This is an optimization exercise on Yosys and OpenROAD, whose aim is small area, a short achievable clock period and few clock cycles, not a production implementation. The RTL was checked by simulation tests, not by an equivalence proof against the original design. Power figures rest on the tool's default switching activity, not on a simulated workload.

<file path="design.v">
`timescale 1ns / 1ps
`default_nettype none
module pss_ram #(
  parameter int unsigned Width = 32,
  parameter int unsigned Depth = 64
) (
  input  wire logic                   clk_i,
  input  wire logic [Depth-1:0]       en_i,      
  input  wire logic [Depth-1:0]       ld_i,      
  input  wire logic [Width-1:0]       wdata_i,
  output logic      [Depth*Width-1:0] q_o
);
  for (genvar i = 0; i < Depth; i++) begin : g_ent
    localparam int unsigned Lo = (i == 0) ? Depth - 1 : i - 1;
    logic [Width-1:0] q;
    always_ff @(posedge clk_i) begin
      if (en_i[i]) q <= ld_i[i] ? wdata_i : q_o[Lo*Width +: Width];
    end
    assign q_o[i*Width +: Width] = q;
  end
endmodule
`default_nettype wire
`timescale 1ns / 1ps
`default_nettype none
module positional_sequence_store_core (
  input  wire logic         clk_i,
  input  wire logic         rst_ni,
  input  wire logic         s_axis_tvalid_i,
  output logic              s_axis_tready_o,
  input  wire logic [39:0]  s_axis_tdata_i,   
  input  wire logic [2:0]   s_axis_tuser_i,   
  output logic              m_axis_tvalid_o,
  input  wire logic         m_axis_tready_i,
  output logic      [111:0] m_axis_tdata_o,   
  output logic      [1:0]   m_axis_tuser_o    
);
  localparam int unsigned N  = 64;
  localparam int unsigned DW = 32;
  localparam logic [2:0] KIND_INSERT  = 3'd0;
  localparam logic [2:0] KIND_REMOVE  = 3'd1;
  localparam logic [2:0] KIND_READ    = 3'd2;
  localparam logic [2:0] KIND_SEARCH  = 3'd3;
  localparam logic [2:0] KIND_REVERSE = 3'd4;
  localparam logic [2:0] KIND_SUMMARY = 3'd5;
  localparam logic [1:0] ST_OK    = 2'd0;
  localparam logic [1:0] ST_EMPTY = 2'd1;
  localparam logic [1:0] ST_FULL  = 2'd2;
  localparam logic [1:0] ST_RANGE = 2'd3;
  function automatic logic [N-1:0] therm(input logic [5:0] x);
    for (int i = 0; i < N; i++) therm[i] = (6'(i) >= x);
  endfunction
  function automatic logic [N-1:0] ring_range(input logic [5:0] x, input logic [5:0] y,
                                              input logic wrap);
    logic [N-1:0] gx, gy;
    gx = therm(x);
    gy = therm(y);
    ring_range = wrap ? (gx | ~gy) : (gx & ~gy);
  endfunction
  logic [5:0]  base_q, tail_q;
  logic [6:0]  n_q;
  logic        rev_q;
  logic        av_q;
  logic [31:0] aval_q;
  logic [1:0]  ast_q;
  logic [5:0]  aa_q, ax_q, ay_q;
  logic        aw_q;
  logic        ains_q, arem_q, ard_q, asrch_q, asum_q, asume_q, arev_q;
  logic [3:0]  ag_q;
  logic        rv_q;
  logic [1:0]  rst_q;
  logic [31:0] rval_q, rmin_q, rmax_q;
  logic        rfound_q, rnd_q, rni_q;
  logic        scan_q;
  logic [2:0]  grp_q;
  logic [3:0]  left_q;
  logic [31:0] prev_q;
  logic        s1v_q, s1last_q;
  logic [3:0][31:0] mn1_q, mx1_q;
  logic [3:0]  v1_q;
  logic        s2v_q, s2last_q, v2_q;
  logic [31:0] mn2_q, mx2_q;
  logic        accv_q;
  logic [N*DW-1:0] q;
  logic [N-1:0]    en, ld;
  pss_ram #(.Width(DW), .Depth(N)) u_store (
    .clk_i  (clk_i),
    .en_i   (en),
    .ld_i   (ld),
    .wdata_i(aval_q),
    .q_o    (q)
  );
  logic busy, exec, accept;
  assign busy   = scan_q | s1v_q | s2v_q;
  assign exec   = av_q & ~busy & (~rv_q | m_axis_tready_i);
  assign s_axis_tready_o = ~av_q | exec;
  assign accept = s_axis_tvalid_i & s_axis_tready_o;
  assign m_axis_tvalid_o = rv_q;
  assign m_axis_tuser_o  = rst_q;
  assign m_axis_tdata_o  = {6'b0, rni_q, rnd_q, rmax_q, rmin_q, n_q, rfound_q, rval_q};
  logic [5:0] base_x, tail_x;
  logic [6:0] n_x;
  logic       rev_x;
  always_comb begin
    base_x = base_q;
    tail_x = tail_q;
    n_x    = n_q;
    rev_x  = rev_q;
    if (exec) begin
      if (ains_q) begin
        tail_x = tail_q + 6'd1;
        n_x    = n_q + 7'd1;
      end
      if (arem_q) begin
        base_x = base_q + 6'd1;
        n_x    = n_q - 7'd1;
      end
      if (arev_q) rev_x = ~rev_q;
    end
  end
  logic [2:0]  in_kind;
  logic [6:0]  in_pos;
  logic [1:0]  d_st;
  logic [5:0]  d_off, d_a, d_x, d_y;
  logic [6:0]  d_g;
  logic        d_ins, d_rem, d_rd, d_sum, d_empty, d_ge, d_ge1;
  assign in_kind = s_axis_tuser_i;
  assign in_pos  = s_axis_tdata_i[6:0];
  always_comb begin
    d_empty = (n_x == 7'd0);
    d_ge    = (in_pos >= n_x);
    d_ge1   = ({1'b0, in_pos} + 8'd1 >= {1'b0, n_x});
    d_ins   = (in_kind == KIND_INSERT) && !n_x[6];
    d_rem   = (in_kind == KIND_REMOVE) && !d_empty;
    d_rd    = (in_kind == KIND_READ) && !d_empty && !d_ge;
    d_sum   = (in_kind == KIND_SUMMARY) && !d_empty;
    d_st    = ST_OK;
    unique case (in_kind)
      KIND_INSERT:  if (n_x[6]) d_st = ST_FULL;
      KIND_REMOVE:  if (d_empty) d_st = ST_EMPTY;
      KIND_READ:    if (d_empty) d_st = ST_EMPTY; else if (d_ge) d_st = ST_RANGE;
      KIND_SUMMARY: if (d_empty) d_st = ST_EMPTY;
      default: ;
    endcase
    if (in_kind == KIND_INSERT)      d_off = d_ge ? n_x[5:0] : in_pos[5:0];
    else if (in_kind == KIND_REMOVE) d_off = (in_pos == 7'd0) ? 6'd0 :
                                             (d_ge1 ? 6'(n_x - 7'd1) : in_pos[5:0]);
    else                             d_off = in_pos[5:0];
    if (in_kind == KIND_SUMMARY)     d_a = base_x;
    else if (rev_x)                  d_a = tail_x - d_off - ((in_kind == KIND_INSERT) ? 6'd0 : 6'd1);
    else                             d_a = base_x + d_off;
    if (in_kind == KIND_INSERT) begin
      d_x = d_a + 6'd1;
      d_y = tail_x + 6'd1;
    end else begin
      d_x = base_x + 6'd1;
      d_y = d_a + 6'd1;
    end
    d_g = (7'({4'd0, base_x[2:0]}) + n_x - 7'd1) >> 3;
  end
  always_ff @(posedge clk_i) begin
    if (accept) begin
      aval_q  <= s_axis_tdata_i[38:7];
      ast_q   <= d_st;
      aa_q    <= d_a;
      ax_q    <= d_x;
      ay_q    <= d_y;
      aw_q    <= (d_x > d_y);
      ains_q  <= d_ins;
      arem_q  <= d_rem;
      ard_q   <= d_rd;
      asrch_q <= (in_kind == KIND_SEARCH);
      asum_q  <= d_sum;
      asume_q <= (in_kind == KIND_SUMMARY) && d_empty;
      arev_q  <= (in_kind == KIND_REVERSE);
      ag_q    <= d_g[3:0];
    end
  end
  logic [N-1:0] valid, pvalid, upd, hit;
  always_comb begin
    valid = n_q[6] ? '1 : ring_range(base_q, tail_q, base_q > tail_q);
    for (int i = 0; i < N; i++) begin
      pvalid[i] = valid[i] && valid[(i + N - 1) % N] && (6'(i) != base_q);
      hit[i]    = (q[i*DW +: DW] == aval_q);
    end
    upd = ring_range(ax_q, ay_q, aw_q);
    for (int i = 0; i < N; i++) begin
      ld[i] = ains_q && (6'(i) == aa_q);
      en[i] = exec && ((ains_q && ((6'(i) == aa_q) || upd[i])) || (arem_q && upd[i]));
    end
  end
  logic [2:0]  gsel;
  logic [7:0][31:0] x;
  logic [7:0]  vm, pv;
  logic [31:0] rdval;
  always_comb begin
    gsel = scan_q ? grp_q : aa_q[5:3];
    for (int j = 0; j < 8; j++) begin
      x[j]  = q[(gsel * 8 + j) * DW +: DW];
      vm[j] = valid[gsel * 8 + j];
      pv[j] = pvalid[gsel * 8 + j];
    end
    rdval = x[aa_q[2:0]];
  end
  logic        s1_go, s1_first, s1_last;
  logic [7:0]  lt, gt;
  logic        viol_nd, viol_ni;
  logic [3:0][31:0] mn1_d, mx1_d;
  logic [3:0]  v1_d;
  always_comb begin
    s1_go    = (exec && asum_q) || scan_q;
    s1_first = !scan_q;
    s1_last  = scan_q ? (left_q == 4'd1) : (ag_q == 4'd0);
    for (int j = 0; j < 8; j++) begin
      logic [31:0] pr;
      pr    = (j == 0) ? prev_q : x[(j + 7) % 8];
      lt[j] = $signed(x[j]) < $signed(pr);
      gt[j] = $signed(x[j]) > $signed(pr);
    end
    if (s1_first) begin
      lt[0] = 1'b0;
      gt[0] = 1'b0;
    end
    viol_nd = |(pv & (rev_q ? gt : lt));
    viol_ni = |(pv & (rev_q ? lt : gt));
    for (int k = 0; k < 4; k++) begin
      mn1_d[k] = (vm[2*k+1] && (!vm[2*k] || lt[2*k+1])) ? x[2*k+1] : x[2*k];
      mx1_d[k] = (vm[2*k+1] && (!vm[2*k] || gt[2*k+1])) ? x[2*k+1] : x[2*k];
      v1_d[k]  = vm[2*k] | vm[2*k+1];
    end
  end
  logic [31:0] mna, mnb, mxa, mxb, mn2_d, mx2_d;
  logic        va, vb;
  always_comb begin
    mna = (v1_q[1] && (!v1_q[0] || $signed(mn1_q[1]) < $signed(mn1_q[0]))) ? mn1_q[1] : mn1_q[0];
    mxa = (v1_q[1] && (!v1_q[0] || $signed(mx1_q[1]) > $signed(mx1_q[0]))) ? mx1_q[1] : mx1_q[0];
    va  = v1_q[0] | v1_q[1];
    mnb = (v1_q[3] && (!v1_q[2] || $signed(mn1_q[3]) < $signed(mn1_q[2]))) ? mn1_q[3] : mn1_q[2];
    mxb = (v1_q[3] && (!v1_q[2] || $signed(mx1_q[3]) > $signed(mx1_q[2]))) ? mx1_q[3] : mx1_q[2];
    vb  = v1_q[2] | v1_q[3];
    mn2_d = (vb && (!va || $signed(mnb) < $signed(mna))) ? mnb : mna;
    mx2_d = (vb && (!va || $signed(mxb) > $signed(mxa))) ? mxb : mxa;
  end
  always_ff @(posedge clk_i) begin
    if (s1_go) begin
      prev_q   <= x[7];
      s1last_q <= s1_last;
      mn1_q    <= mn1_d;
      mx1_q    <= mx1_d;
      v1_q     <= v1_d;
    end
    if (exec && asum_q) begin
      grp_q  <= aa_q[5:3] + 3'd1;
      left_q <= ag_q;
    end else if (scan_q) begin
      grp_q  <= grp_q + 3'd1;
      left_q <= left_q - 4'd1;
    end
    if (s1v_q) begin
      s2last_q <= s1last_q;
      mn2_q    <= mn2_d;
      mx2_q    <= mx2_d;
      v2_q     <= va | vb;
    end
  end
  always_ff @(posedge clk_i) begin
    if (exec) begin
      rst_q    <= ast_q;
      rval_q   <= (ard_q || arem_q) ? rdval : 32'd0;
      rfound_q <= asrch_q && |(hit & valid);
      rmin_q   <= 32'd0;
      rmax_q   <= 32'd0;
      rnd_q    <= asume_q || (asum_q && !viol_nd);
      rni_q    <= asume_q || (asum_q && !viol_ni);
      accv_q   <= 1'b0;
    end else begin
      if (scan_q) begin
        rnd_q <= rnd_q && !viol_nd;
        rni_q <= rni_q && !viol_ni;
      end
      if (s2v_q && v2_q) begin
        accv_q <= 1'b1;
        if (!accv_q || $signed(mn2_q) < $signed(rmin_q)) rmin_q <= mn2_q;
        if (!accv_q || $signed(mx2_q) > $signed(rmax_q)) rmax_q <= mx2_q;
      end
    end
  end
  always_ff @(posedge clk_i or negedge rst_ni) begin
    if (!rst_ni) begin
      base_q <= '0;
      tail_q <= '0;
      n_q    <= '0;
      rev_q  <= 1'b0;
      av_q   <= 1'b0;
      rv_q   <= 1'b0;
      scan_q <= 1'b0;
      s1v_q  <= 1'b0;
      s2v_q  <= 1'b0;
    end else begin
      base_q <= base_x;
      tail_q <= tail_x;
      n_q    <= n_x;
      rev_q  <= rev_x;
      av_q   <= accept || (av_q && !exec);
      if (exec) rv_q <= !asum_q;
      else if (s2v_q && s2last_q) rv_q <= 1'b1;
      else if (m_axis_tready_i) rv_q <= 1'b0;
      if (exec && asum_q) scan_q <= (ag_q != 4'd0);
      else if (scan_q && left_q == 4'd1) scan_q <= 1'b0;
      s1v_q <= s1_go;
      s2v_q <= s1v_q;
    end
  end
endmodule
`default_nettype wire
</file>
<file path="run.sh">
#!/bin/bash
# synth_recipe.tcl (not shown) runs the flow's synth.tcl, then flattens the netlist and writes it again
# the make line also repeats each setting of config.mk as NAME=value (left out here)
make -C /OpenROAD-flow-scripts/flow DESIGN_CONFIG=/design/flow/config.mk WORK_HOME=/design/flow/orfs CLKGATE_MAP_FILE= SYNTH_SCRIPT=/design/flow/synth_recipe.tcl finish
</file>
<file path="config.mk">
export PLATFORM = sky130hd
export DESIGN_NAME = positional_sequence_store_core
export DESIGN_NICKNAME = positional_sequence_store_core
export VERILOG_FILES = /design/flow/design.v
export SDC_FILE = /design/flow/constraint.sdc
export NUM_CORES = 4
export LEC_CHECK = 0
export CAP_MARGIN = 20
export CORE_MARGIN = 2
export CORE_UTILIZATION = 40
export SLEW_MARGIN = 20
</file>
<file path="constraint.sdc">
create_clock -name core_clock -period 6.0 [get_ports {clk_i}]
set_input_delay 1.2000 -clock core_clock [delete_from_list [all_inputs] [get_ports {clk_i}]]
set_output_delay 1.2000 -clock core_clock [all_outputs]
set_load 0.01 [all_outputs]
</file>
==> impl_metrics.json <==
{
  "period_share": 1.09,
  "hold_viol_final": 0,
  "rows": 240,
  "vias": 144000,
  "grt_pass1_wl_um": 1390000,
  "wl_um": 1120000,
  "cts_root_buffer": "clkbuf_16",
  "cts_tree": "built",
  "wl_per_cell_um": 53.8,
  "async_reset_ff_frac": 0.00960,
  "maxSlewHeadroom": 0.132,
  "die-width_um": 659,
  "clk_pin_slew_worst_paths_ns": 0.06,
  "design_area_um2": 207000,
  "hp-class": "reg2reg",
  "rsz0062_at_grt": "yes",
  "dr.pass1.iters": 7,
  "num-fill-cells": 38000,
  "hpwl_um": 869000,
  "worst_slew_pin_slew_ns": 1.29,
  "setup_ws_ns": -0.514,
  "yosys.area.top_type_share": 0.440,
  "synth_top_area_cell": "edfxtp_1",
  "clock.fmax_mhz": 154,
  "ys_top_cells_by_area": "edfxtp_1 44%, mux2_2 14%, mux4_2 7.6%",
  "setup_tns_ns": -19.87,
  "skew_ns": 0.0815,
  "ys_seq_elements": 2605,
  "worst_setup_path_end_kind": "register",
  "criticalPathCategory": "reg2reg",
  "placed_cell_area_um2": 192000,
  "final_cells": 20800,
  "powerDensity_nw_per_um2": 765,
  "combPwrFrac": 0.672,
  "min_period_ns": 6.51,
  "drtIter0Drc": 24000,
  "synth.most_common_cell": "edfxtp_1",
  "drive_gt1_frac": 0.362,
  "synth_edf_count": 2515,
  "dpl_worst_slack_ns": -1.22,
  "synth_area_um2": 172000,
  "leakage_nw": 76.4,
  "required_ns": 6.75,
  "synthToLayoutAreaGrowth_pct": 20.4,
  "netSwitchingPower_mw": 77.6,
  "clkLatencyLatePin_ns": 1.06,
  "ant_nets": 0,
  "report.final.slew_viol_count": 0,
  "check-failures": "negative setup slack",
  "ys_seq_area_frac": 0.451,
  "fin_nets": 15300,
  "synthFlopType": "edfxtp_1",
  "critPathLaunchType": "register",
  "grt_use_total": 0.495,
  "antenna_found_initial": 160,
  "netSwitchingFraction": 0.490,
  "io_buffers": 155,
  "htree_levels": 5,
  "cts_made_buffers": 316,
  "clkPwrFrac": 0.127,
  "syn_inst": 13500,
  "die_area_um2": 435000,
  "power_frac_seq": 0.201,
  "peakVddDrop_uv": 864,
  "cts-hold-fix-buffers": 0,
  "core_area_um2": 427000,
  "start_util": 0.402,
  "status": "finished with violations",
  "cp_max_fo": 9,
  "placed_cells": 19900,
  "via_per_inst": 6.95,
  "ys_types": 98,
  "cts_buffer_depth": 4,
  "grt_max_degree": 70,
  "critPathArrivalTime_ns": 7.26,
  "p_int_mw": 80.7,
  "max-cap-violations": 0,
  "grt-ovfl-total": 0,
  "gp_congestion": 1.11,
  "post-route-util": 0.484,
  "ios": 163,
  "grt_pass1_vias": 132000,
  "synth_common_cells": "2,515 x edfxtp_1, 2,093 x mux2_2, 1,290 x xor2_1",
  "finalSetupViolations": 156,
  "drc": 0,
  "syn_avg_cell_area_um2": 12.8,
  "die_h_um": 659,
  "clock-sinks": 2605,
  "yosys_warnings": 2
}
[metrics by stage]
stage / power [mW] / hold slack [ns]
6_report: 158 / 0.425
4_1_cts: 144 / 0.430
5_1_grt: 160 / 0.435
2_1_floorplan: 72.0 / 0.400
3_5_place_dp: 123 / 0.418
3_3_place_gp: 122 / 0.404
[flip-flops by register name (all words and copies together) (netlist names), 4 cells and up]
register         count
n_q                  7
aval_q              32
u_store.g_ent.q   2048
v1_q                 4
mx2_q               32
ax_q                 6
rval_q              32
mn1_q              128
prev_q              32
ay_q                 6
rmin_q              32
tail_q               6
aa_q                 6
left_q               4
mn2_q               32
ag_q                 4
base_q               6
rmax_q              32
mx1_q              128
[power groups by stage]
stage | Combinational, mW | Clock [mW] | Sequential, mW
6_report | 106 | 20.1 | 31.8
5_1_grt | 108 | 20.5 | 31.4
4_1_cts | 92.8 | 19.9 | 31.2
3_5_place_dp | 91.4 | 0 | 31.5
3_3_place_gp | 90.9 | 0 | 31.5
2_1_floorplan | 43.4 | 0 | 28.6
[critical path, stage by stage, from the launching register on]
cell       delay (ns)
dfrtp_2          0.41
buf_6            0.12
buf_12           0.14
mux2_8           0.44
buf_6            0.15
buf_16           0.16
buf_12           0.15
buf_16           0.15
buf_6            0.17
buf_12           0.13
mux4_2           0.61
mux2i_4          0.29
buf_4            0.20
inv_1            0.05
ha_1             0.32
a21oi_1          0.14
o21ai_0          0.18
a221oi_2         0.30
nand4_1          0.18
a221oi_4         0.39
mux2i_2          0.33
buf_6            0.26
mux2_2           0.36
a21oi_1          0.12
a2111oi_0        0.09
a32o_1           0.28
[logic make-up after synthesis]
kind of cell	share of synthesized area
multiplexers	0.257
flip-flops	0.451
XOR/XNOR	0.107
AND/OR/NAND/NOR	0.0592
buffers and inverters	0.0382
AO/OA/AOI/OAI	0.0404
adder cells (fa/ha/maj)	0.0471
other	0.0000218
[area by class of cell]
| cell class | instances | area, µm² | area share |
|---|---|---|---|
| Multi-Input combinational cell | 9190 | 91000 | 0.440 |
| Sequential cell | 2605 | 77500 | 0.374 |
| Timing Repair Buffer | 1961 | 18300 | 0.0887 |
| Clock buffer | 381 | 8340 | 0.0403 |
| Tap cell | 5687 | 7120 | 0.0344 |
| Inverter | 626 | 2360 | 0.0114 |
| Clock inverter | 191 | 1870 | 0.00904 |
| Antenna cell | 124 | 310 | 0.00150 |
[repair_timing]
action	in CTS	in global routing
resized for setup	101	374
pin swaps	40	77
cloned	0	14
endpoints found under the setup margin	306	271
buffers inserted	25	110
[placed cells by master (no fill, tap or decap), types with 382 or more instances in the layout]
cell type and count:
buf_4 1508, ha_1 545, xnor2_1 799, mux2_2 2090, mux2i_1 623, nand4_1 382
inv_1 612, edfxtp_1 2515, xor2_1 1288, mux4_2 576
[path summary, 6_finish.rpt]
path,from,endpoint,slack (ns),depth (start not counted)
worst min register to register,s1last_q$_DFFE_PP_,s2last_q$_DFFE_PP_,0.42,0
max in group asynchronous,rst_ni,s1v_q$_DFF_PN0_,5.04,2
worst min-delay path,s1last_q$_DFFE_PP_,s2last_q$_DFFE_PP_,0.42,0
min in group asynchronous,rst_ni,tail_q[2]$_DFF_PN0_,0.56,2
worst max-delay path,scan_q$_DFFE_PN0P_,rnd_q$_DFFE_PP_,-0.51,25
worst max register to register,scan_q$_DFFE_PN0P_,rnd_q$_DFFE_PP_,-0.51,25
[metal layers]
metal / GRT usage / wire length [µm] / part of all wire / vias up
li1: - / - / - / 53300
met1: 0.533 / 362000 / 0.32 / 73000
met2: 0.692 / 447000 / 0.40 / 13500
met3: 0.241 / 162000 / 0.15 / 4532
met4: 0.494 / 144000 / 0.13 / 66
met5: 0.0246 / 1710 / 0.0015 / -
Testbench counts, summed over its fixed seeds: cycles 17,625.

==> afterwards: timing with drivers on the ports <==
In the flow no input, the clock included, has a driving cell. The finished layout below was timed again as built, in two steps. Step 1 (the two cells are an assumption about what drives the block):
set clk [get_ports {clk_i}]
set_driving_cell -lib_cell sky130_fd_sc_hd__clkbuf_16 $clk
set_driving_cell -lib_cell sky130_fd_sc_hd__buf_2 [delete_from_list [all_inputs] $clk]
Step 2 adds t to the input delays and takes it off the output delays; t is the mean of the earliest and latest rising clock arrival at the registers after step 1. Input paths then give back, and output paths get back, about the clock's delay inside the block. a / b / c = no drivers / after step 1 / after step 2; a / b = the first two.
t (ns): 1.143
setup slack, ns: -0.514 / -0.514 / -1.088
latest minus earliest clock arrival (ns): 0.086 / 0.085
worst register clock-pin slew, ns: 0.07 / 0.07
For this run, drivers alone change the setup slack by 0.000 ns; drivers and shift together by -0.574 ns.
